This design comes from an exercise in tuning for a short achievable clock period and few clock cycles on the open sky130 flow, not from production work.
In this exercise RTL edits were held to simulation tests only and were not proved equivalent to the original.
No activity file was given, so power comes from the tool's default toggle rates.

==> flow/design.v (excerpt) <==
module cache (
  input  logic             clk_i,
  input  logic             reset_i,
  input  logic             v_i,
  input  logic             store_i,
  input  cache_pkg::addr_t addr_i,
  input  cache_pkg::word_t data_i,
  input  cache_pkg::mask_t mask_i,
  output logic             yumi_o,
  output cache_pkg::word_t data_o,
  output logic             v_o,
  input  logic             yumi_i,
  output logic             dma_pkt_v_o,
  output logic             dma_pkt_write_o,
  output cache_pkg::addr_t dma_pkt_addr_o,
  input  logic             dma_pkt_yumi_i,
  input  cache_pkg::word_t dma_data_i,
  input  logic             dma_data_v_i,
  output logic             dma_data_ready_o,
  output cache_pkg::word_t dma_data_o,
  output logic             dma_data_v_o,
  input  logic             dma_data_yumi_i
);
  localparam int QD = 8;    
  localparam int QW = 3;
  localparam int RW = 1 + 14 + 32 + 4;    
  localparam int EW = RW + 16;            
  logic          iq_v0, iq_v1;
  logic [EW-1:0] iq_e0, iq_e1;
  logic          yumi_r;
  logic          s1_v;
  logic          s1_go;
  logic [15:0] in_ohs;
  always_comb begin
    for (int i = 0; i < 16; i++) begin
      in_ohs[i] = (addr_i[7:4] == i);
    end
  end
  wire [EW-1:0] in_req  = {store_i, addr_i[15:2], data_i, mask_i, in_ohs};
  wire          push    = v_i & yumi_r;
  wire          s1_free = ~s1_v | s1_go;
  wire          pop     = s1_free & iq_v0;
  always_ff @(posedge clk_i) begin
    if (reset_i) begin
      iq_v0  <= 1'b0;
      iq_v1  <= 1'b0;
      yumi_r <= 1'b1;
    end else if (pop) begin
      iq_v0  <= iq_v1 | push;
      iq_v1  <= iq_v1 & push;
      yumi_r <= ~(iq_v1 & push);
    end else if (!iq_v0) begin
      iq_v0  <= push;
      yumi_r <= 1'b1;
    end else begin
  ...
Size in the first run: roughly 24000 cells after synthesis, about 270000 um^2 of cells after synthesis.
export LEC_CHECK = 0
export ABC_CLOCK_PERIOD_IN_PS = 2500
export CAP_MARGIN = 20
export CORE_MARGIN = 2
export CORE_UTILIZATION = 45
export PLACE_DENSITY = 0.6
export SETUP_SLACK_MARGIN = 4.8
export SLEW_MARGIN = 20
create_clock -name core_clock -period 8.0 [get_ports {clk_i}]
run.sh (not shown) runs the stock make flow with config.mk's settings and CLKGATE_MAP_FILE= SYNTH_SCRIPT=/design/flow/synth_recipe.tcl, a recipe that flattens the netlist after the stock synthesis.
Testbench counts at the start, summed over its fixed seeds: cycles 18,485.
Change:
==> flow/flow/run.sh (new file) <==
#!/bin/bash
# The standard layout, with two changes. The port buffers are buf_4 cells
# (buffer_ports -buffer_cell) instead of the delay buffer it picks. And after
# global placement, each
# register that drives an output port is moved next to that port's buffer
# (flow/pull_io.tcl, run through ORFS's POST_GLOBAL_PLACE_TCL hook), so the
# long wire from the core to the pins comes before the register. Detailed
# placement legalizes it; everything else is the standard flow.
set -euo pipefail
here=$(pwd)
bash standard.sh synth > "$here/synth.log" 2>&1
bash standard.sh POST_GLOBAL_PLACE_TCL="$here/flow/pull_io.tcl" \
  BUFFER_PORTS_ARGS="-buffer_cell sky130_fd_sc_hd__buf_4" finish > "$here/layout.log" 2>&1
test -f "$here/out/final.def"
==> flow/flow/pull_io.tcl (new file) <==
# Pull the register that drives each output port next to the port's buffer,
# after global placement, so the long wire sits before the register rather
# than between the register and the port. Detailed placement legalizes later.
set block [ord::get_db_block]
set moved 0
foreach bterm [$block getBTerms] {
  if {[$bterm getIoType] != "OUTPUT"} { continue }
  set net [$bterm getNet]
  if {$net == "NULL"} { continue }
  set buf ""
  foreach iterm [$net getITerms] {
    if {[$iterm isOutputSignal]} { set buf [$iterm getInst] }
  }
  if {$buf == ""} { continue }
  set inet ""
  foreach iterm [$buf getITerms] {
    if {[$iterm isInputSignal] && [$iterm getNet] != "NULL"} { set inet [$iterm getNet] }
  }
  if {$inet == ""} { continue }
  set drv ""
  foreach iterm [$inet getITerms] {
    if {[$iterm isOutputSignal]} { set drv [$iterm getInst] }
  }
  if {$drv == ""} { continue }
  set m [[$drv getMaster] getName]
  if {![string match "*df*" $m]} { continue }
  set loc [$buf getLocation]
  $drv setLocation [lindex $loc 0] [lindex $loc 1]
  incr moved
}
puts "pull_io: moved $moved output registers next to their port buffers"
==> flow/standard.sh (new file) <==
#!/bin/bash
# synth_recipe.tcl (not shown) runs the flow's synth.tcl, then flattens the netlist and writes it again
# the make line also repeats each setting of config.mk as NAME=value (left out here)
make -C /OpenROAD-flow-scripts/flow DESIGN_CONFIG=/design/flow/config.mk WORK_HOME=/design/flow/orfs CLKGATE_MAP_FILE= SYNTH_SCRIPT=/design/flow/synth_recipe.tcl "${@:-finish}"
--- a/flow/config.mk
+++ b/flow/config.mk
@@ -11,2 +11,2 @@
-export CORE_UTILIZATION = 45
-export PLACE_DENSITY = 0.6
+export CORE_UTILIZATION = 40
+export PLACE_DENSITY = 0.55
removed: flow/run.sh
The changed run finished but fails on antenna rules. Setup slack gets worse by 0.13 ns. Global-route usage fell by 3.0 points. Critical path depth fell by 4. Total power rose by 1.7%. Design area fell by 0.34%. Clock skew fell by 0.0078 ns.
Change:
==> flow/run.sh (new file) <==
#!/bin/bash
# synth_recipe.tcl (not shown) runs the flow's synth.tcl, then flattens the netlist and writes it again
# the make line also repeats each setting of config.mk as NAME=value (left out here)
make -C /OpenROAD-flow-scripts/flow DESIGN_CONFIG=/design/flow/config.mk WORK_HOME=/design/flow/orfs CLKGATE_MAP_FILE= SYNTH_SCRIPT=/design/flow/synth_recipe.tcl finish
removed: flow/flow/run.sh
removed: flow/flow/pull_io.tcl
removed: flow/standard.sh
This time the run completed with no timing, DRC or antenna violations. Clock power rose slightly. Total power hardly moves. Clock-buffer cell count went up by 3. Routed wire length shrinks slightly. Die area does not change.

==> separate check: timing with driven ports <==
The flow's constraints put no driver on any port. The routed layouts listed below were extracted and timed again, unchanged, in two steps.
Step 1, drivers: a clkbuf_16 drives clk_i and a buf_2 each remaining input, both assumed.
Step 2 also shifts input and output timing later by t, the mid clock arrival at the registers, as if the neighbouring blocks saw the same clock.
a / b / c = ideal / step 1 / step 2; a / b = the first two.
run	t (ns)	setup slack, ns	worst setup path at the end	latest minus earliest clock arrival (ns)
the first run	1.276	4.593 / 4.489 / 3.681	input to register	0.067 / 0.067
the second run	1.282	4.464 / 4.464 / 3.728	input to register	0.071 / 0.070
the third run	1.287	4.578 / 4.435 / 3.608	input to register	0.084 / 0.084
For the third run, which loses most, drivers alone change the setup slack by -0.143 ns; drivers and shift together by -0.970 ns.
